What follows belongs to an exercise in optimizing a design on an open flow for small area; a production flow would make more cautious choices.
In this exercise RTL edits were held to simulation tests only and were not proved equivalent to the original.
Power and IR drop assume default switching activity. The clock port is modelled as an ideal driver; clocking choices that lean on that would not hold on a real chip.

== job 8501 ==
==> flow/design.v <==
module molecule_scheduler #(
  parameter int  SLICE_W    = 256,
  parameter int  NUM_SLICES = 4,
  parameter int  TIMEOUT    = 1024,
  localparam int IDX_W      = $clog2(NUM_SLICES),
  localparam int TMR_W      = $clog2(TIMEOUT)
) (
  input  logic                          clk,
  input  logic                          reset,
  input  logic [SLICE_W*NUM_SLICES-1:0] global_challenges,
  input  logic                          challenge_valid,
  input  logic [NUM_SLICES-1:0]         slice_mask,
  output logic                          challenge_ready,
  output logic [SLICE_W-1:0]            current_molecule,
  output logic                          molecule_valid,
  input  logic                          molecule_ready,
  input  logic                          analysis_done,
  output logic [IDX_W-1:0]              slice_index,
  output logic                          batch_busy,
  output logic                          batch_done,
  output logic [NUM_SLICES-1:0]         timeout_flags
);
  localparam logic [TMR_W-1:0] TMR_MAX = TMR_W'(TIMEOUT - 1);
  logic                          sel_q, iss_q, wait_q, fin_q;
  logic                          idle;
  logic                          busy_q;    
  logic [SLICE_W*NUM_SLICES-1:0] bundle_q;
  logic [NUM_SLICES-1:0]         pending_q;
  logic [TMR_W-1:0]              timer_q;
  logic [NUM_SLICES-1:0]         low;       
  logic [NUM_SLICES-1:0]         nsel_q;    
  logic [NUM_SLICES-1:0]         cur;       
  logic                          found;
  logic                          timer_end;
  logic                          wait_end;
  assign idle            = ~(sel_q | iss_q | wait_q | fin_q);
  assign challenge_ready = idle;
  assign batch_busy      = ~idle;
  assign molecule_valid  = iss_q;
  assign batch_done      = fin_q;
  assign timer_end = (timer_q == TMR_MAX);
  assign wait_end  = wait_q & (analysis_done | timer_end);
  always_comb begin
    found = 1'b0;
    low   = '0;
    for (int i = 0; i < NUM_SLICES; i++) begin
      if (pending_q[i] && !found) begin
        found  = 1'b1;
        low[i] = 1'b1;
      end
    end
  end
  always_ff @(posedge clk) begin
    nsel_q <= ~low;
  end
  assign cur = ~nsel_q;
  always_comb begin
    slice_index = '0;
    for (int i = 0; i < NUM_SLICES; i++)
      if (cur[i]) slice_index = IDX_W'(i);
  end
  always_comb begin
    current_molecule = '1;
    for (int i = 0; i < NUM_SLICES; i++)
      current_molecule = current_molecule
                       & (bundle_q[i*SLICE_W +: SLICE_W] | {SLICE_W{nsel_q[i]}});
  end
  always_ff @(posedge clk or negedge reset) begin
    if (!reset) begin
      sel_q  <= 1'b0;
      iss_q  <= 1'b0;
      wait_q <= 1'b0;
      fin_q  <= 1'b0;
    end else begin
      sel_q  <= (idle & challenge_valid) | wait_end;
      iss_q  <= (sel_q & found) | (iss_q & ~molecule_ready);
      wait_q <= (iss_q & molecule_ready) | (wait_q & ~wait_end);
      fin_q  <= sel_q & ~found;
    end
  end
  always_ff @(posedge clk or negedge reset) begin
    if (!reset) begin
      busy_q <= 1'b0;
    end else begin
      busy_q <= ~fin_q & ~(idle & ~challenge_valid);
    end
  end
  always_ff @(posedge clk or negedge reset) begin
    if (!reset) begin
      timeout_flags <= '0;
    end else if (idle & challenge_valid) begin
      timeout_flags <= '0;
    end else if (wait_q & ~analysis_done & timer_end) begin
      timeout_flags <= timeout_flags | cur;
    end
  end
  always_ff @(posedge clk) begin
    bundle_q <= (global_challenges & {(SLICE_W*NUM_SLICES){idle}})
              | (bundle_q & {(SLICE_W*NUM_SLICES){busy_q}});
  end
  always_ff @(posedge clk) begin
    if (idle) pending_q <= slice_mask;
    else if (wait_end) pending_q <= pending_q & nsel_q;
  end
  always_ff @(posedge clk) begin
    timer_q <= wait_q ? timer_q + 1'b1 : '0;
  end
endmodule
clock: 5.0 ns
lec_check: 0
cap_margin: 20
core_area: 4 4 276 276
cts_cluster_diameter: 60
cts_cluster_size: 25
die_area: 0 0 280 280
slew_margin: 20
standard.sh (not shown) runs the stock make flow with config.mk's settings and CLKGATE_MAP_FILE= SYNTH_SCRIPT=/design/flow/synth_recipe.tcl, a recipe that flattens the netlist after the stock synthesis.
==> flow/flow/run.sh <==
#!/bin/bash
set -euo pipefail
bash standard.sh \
  "BUFFER_PORTS_ARGS=-buffer_cell sky130_fd_sc_hd__buf_1" \
  "PLACE_PINS_ARGS=-min_distance 1 -min_distance_in_tracks" \
  finish > make_finish.log 2>&1
Edits applied to the flow inputs when going from job 8501 to job 9678:
- changing DIE_AREA from 0 0 280 280 to 0 0 246 246
- setting PLACE_DENSITY to 0.8 for the first time
- changing CORE_AREA from 4 4 276 276 to 4 4 242 242
==> flow/flow/run.sh <==
#!/bin/bash
set -euo pipefail
bash standard.sh \
  "BUFFER_PORTS_ARGS=-buffer_cell sky130_fd_sc_hd__buf_1" \
  "PLACE_PINS_ARGS=-min_distance 1 -min_distance_in_tracks -corner_avoidance 6" \
  finish > make_finish.log 2>&1
Notes after the runs:
- 5_1_grt: job 9678 exited with error
- Compared job 9678 against job 8501; adder-cell share of the synthesized area within noise.
- From job 9678 to job 8501, worst-case clock buffer depth did not move at all.
- In the reports for job 9678 and job 8501, the smaller initial core utilization belongs to job 8501.
- Job 9678 ends up with lower TritonCTS buffer count than job 8501 does.
- Between job 8501 and job 9678, the flow reports horizontal extent of the die decreasing by more than 10%.
- What job 9678 reported for routability congestion estimate has to be multiplied by 0.904 to get the figure for job 8501.
- Between job 9678 and job 8501, level count of the clock H-tree is lower for job 9678, job 8501 comes in above that.
- Job 9678: post-placement setup slack higher than job 8501
Input-level comparison between job 440 and job 9678:
- CORE_AREA now 4 4 250 250, was 4 4 242 242
- PLACE_DENSITY now 0.75, was 0.8
- DIE_AREA now 0 0 254 254, was 0 0 246 246
Findings:
Both conditions hold for job 440: the flow ran to the end and the final layout passed the timing, DRC and antenna checks.
Between job 440 and job 9678, the synthesized cell count does not differ in any meaningful way.
Between job 440 and job 9678, the CTS sink count does not differ in any meaningful way.
Taking job 9678 as the reference, in job 440 die height grew by 8 um; die width up 8 um; number of placed instances, taps included saw an increase; maximum level of the CTS H-tree now sits at about the same level.


JK:
RTL: the design.v shown in full above, as it stands there.
Settings: LEC_CHECK=0, CAP_MARGIN=10, CORE_AREA=4 4 276 276, CTS_CLUSTER_DIAMETER=60, CTS_CLUSTER_SIZE=30, DIE_AREA=0 0 280 280, SLEW_MARGIN=10; clock period 5.0 ns.
==> flow/flow/run.sh <==
#!/bin/bash
set -euo pipefail
bash standard.sh \
  "BUFFER_PORTS_ARGS=-buffer_cell sky130_fd_sc_hd__buf_1" \
  "PLACE_PINS_ARGS=-min_distance 1 -min_distance_in_tracks -corner_avoidance 6" \
  finish > make_finish.log 2>&1
The final layout from JK, which completed every stage, passed the timing, DRC and antenna checks at the end of the flow.
diff inputs: JK => MS
- CTS_CLUSTER_SIZE: 30 -> 25
- SLEW_MARGIN: 10 -> 20
- CAP_MARGIN: 10 -> 20
- DIE_AREA: 0 0 280 280 -> 0 0 262 262
- PLACE_DENSITY: unset -> 0.72
- CORE_AREA: 4 4 276 276 -> 4 4 258 258
Notes after the runs:
Looking at total chip power, MS sits 2.3% below JK. Between MS and JK, it is MS whose post-place instance area is lower, by 190 sq um. The number of diodes of MS falls short of that of JK by 14. MS vs JK, power spent charging and discharging nets went down by 1.7%. Measured against MS, the number of antenna violations at the first check in global routing of JK comes out at 1.15 times the reference value.
Changes in AL relative to MS:
- clearing CTS_CLUSTER_DIAMETER, which used to be 60
- clearing CTS_CLUSTER_SIZE, which used to be 25
==> flow/flow/run.sh <==
#!/bin/bash
set -euo pipefail
bash standard.sh \
  "BUFFER_PORTS_ARGS=-buffer_cell sky130_fd_sc_hd__buf_1" \
  "PLACE_PINS_ARGS=-min_distance 1 -min_distance_in_tracks -corner_avoidance 6" \
  "CTS_ARGS=-sink_clustering_enable -repair_clock_nets -sink_clustering_size 30 -sink_clustering_max_diameter 100 -dont_use_dummy_load" \
  finish > make_finish.log 2>&1
### Flow results
- Every stage of the flow completed for AL, and the final layout passed the timing, DRC and antenna checks.
- Detailed-route wire length on metal 1 essentially unchanged between AL and MS.
- Diff MS and AL: via count higher in MS
- Core utilization: AL lower than MS
- Compared with MS, in AL proportion of power drawn by combinational gates grew by 1.7 points; detailed-route wire length shrank by 0.94%; proportion of cell area occupied by registers grew by 0.99 points.
- Compared with MS, AL is the less power-hungry design.
Relative to AL, the following input files were edited for TR:
- swapping 0 0 262 262 for 0 0 254 254 in DIE_AREA
- swapping 4 4 258 258 for 4 4 250 250 in CORE_AREA
- swapping 0.72 for 0.75 in PLACE_DENSITY
==> flow/flow/run.sh <==
#!/bin/bash
set -euo pipefail
bash standard.sh \
  "BUFFER_PORTS_ARGS=-buffer_cell sky130_fd_sc_hd__buf_1" \
  "PLACE_PINS_ARGS=-min_distance 1 -min_distance_in_tracks -corner_avoidance 6" \
  "CTS_ARGS=-sink_clustering_enable -repair_clock_nets -sink_clustering_size 25 -sink_clustering_max_diameter 80 -dont_use_dummy_load" \
  finish > make_finish.log 2>&1
Results
Having completed the whole flow, TR delivered a layout that passed the timing, DRC and antenna checks. Maximum fanout along the worst path came out lower on TR than on AL. Taking AL as the reference point, the post-route clock skew of TR falls by 0.039 ns. From AL to TR the numbers moved as follows: number of flip-flops and latches in the synthesized netlist closely matched the old numbers; routed wire length increased about 0.66%; post-placement cell area saw a decrease; proportion of layout cells with a drive suffix above 1 ~0 delta. Compared with AL, TR is the more power-hungry design. In the metrics for TR and AL, the one carrying the higher minimum setup slack in the final design is AL. Design area: TR vs AL, no meaningful difference.
Edits applied to the flow inputs when going from TR to PW:
==> flow/flow/run.sh <==
#!/bin/bash
set -euo pipefail
bash standard.sh \
  "BUFFER_PORTS_ARGS=-buffer_cell sky130_fd_sc_hd__buf_1" \
  "PLACE_PINS_ARGS=-min_distance 1 -min_distance_in_tracks -corner_avoidance 6" \
  "CTS_ARGS=-sink_clustering_enable -repair_clock_nets -sink_clustering_size 30 -sink_clustering_max_diameter 100 -dont_use_dummy_load" \
  finish > make_finish.log 2>&1
==> run notes <==
PW was carried through to the last stage, and its layout satisfied the timing, DRC and antenna checks. Actual transition at the worst max-transition pin up 0.099 ns in PW wrt TR. Clock network area share down 0.40 points in PW wrt TR. Per the comparison of PW with TR, register share of total power picked up an extra 0.3 points; first-iteration DRC count now sits lower; number of nets still failing antenna checks after routing about even; number of sequential storage elements comparable; first-pass iteration count of the detailed router -3. PW ends up with a power per cell area that is 0.43% lower than in TR.

==> static timing again, ports no longer ideal <==
Ports are ideal in the flow. The routed layouts listed here were re-timed in OpenROAD.
Step 1, drivers: a clkbuf_16 drives clk and a buf_2 each remaining input, both assumed.
Step 2 moves the port delays by t, midway between the first and last clock arrival at a register: inputs arrive t later, outputs are due t later. That takes back most of the time a late clock gives input paths.
Three values: no drivers, after step 1, after step 2; two values: the first two.
run | shift t [ns] | setup WS [ns] | worst setup path after step 2 | clock arrival spread, ns | cell pins on the clock port's net
job 8501 | 0.696 | 1.154 / 1.088 / 1.784 | register to output | 0.022 / 0.022 | 1
job 440 | 0.711 | 1.047 / 0.981 / 1.692 | register to output | 0.023 / 0.024 | 1
JK | 0.702 | 1.312 / 1.241 / 1.943 | register to output | 0.040 / 0.040 | 1
MS | 0.712 | 1.228 / 1.161 / 1.873 | register to output | 0.045 / 0.045 | 1
AL | 0.647 | 1.228 / 1.159 / 1.806 | register to output | 0.081 / 0.081 | 1
TR | 0.673 | 1.100 / 1.036 / 1.709 | register to output | 0.044 / 0.044 | 1
PW | 0.647 | 1.098 / 1.031 / 1.678 | register to output | 0.083 / 0.083 | 1
After both steps every run listed still meets setup and hold.
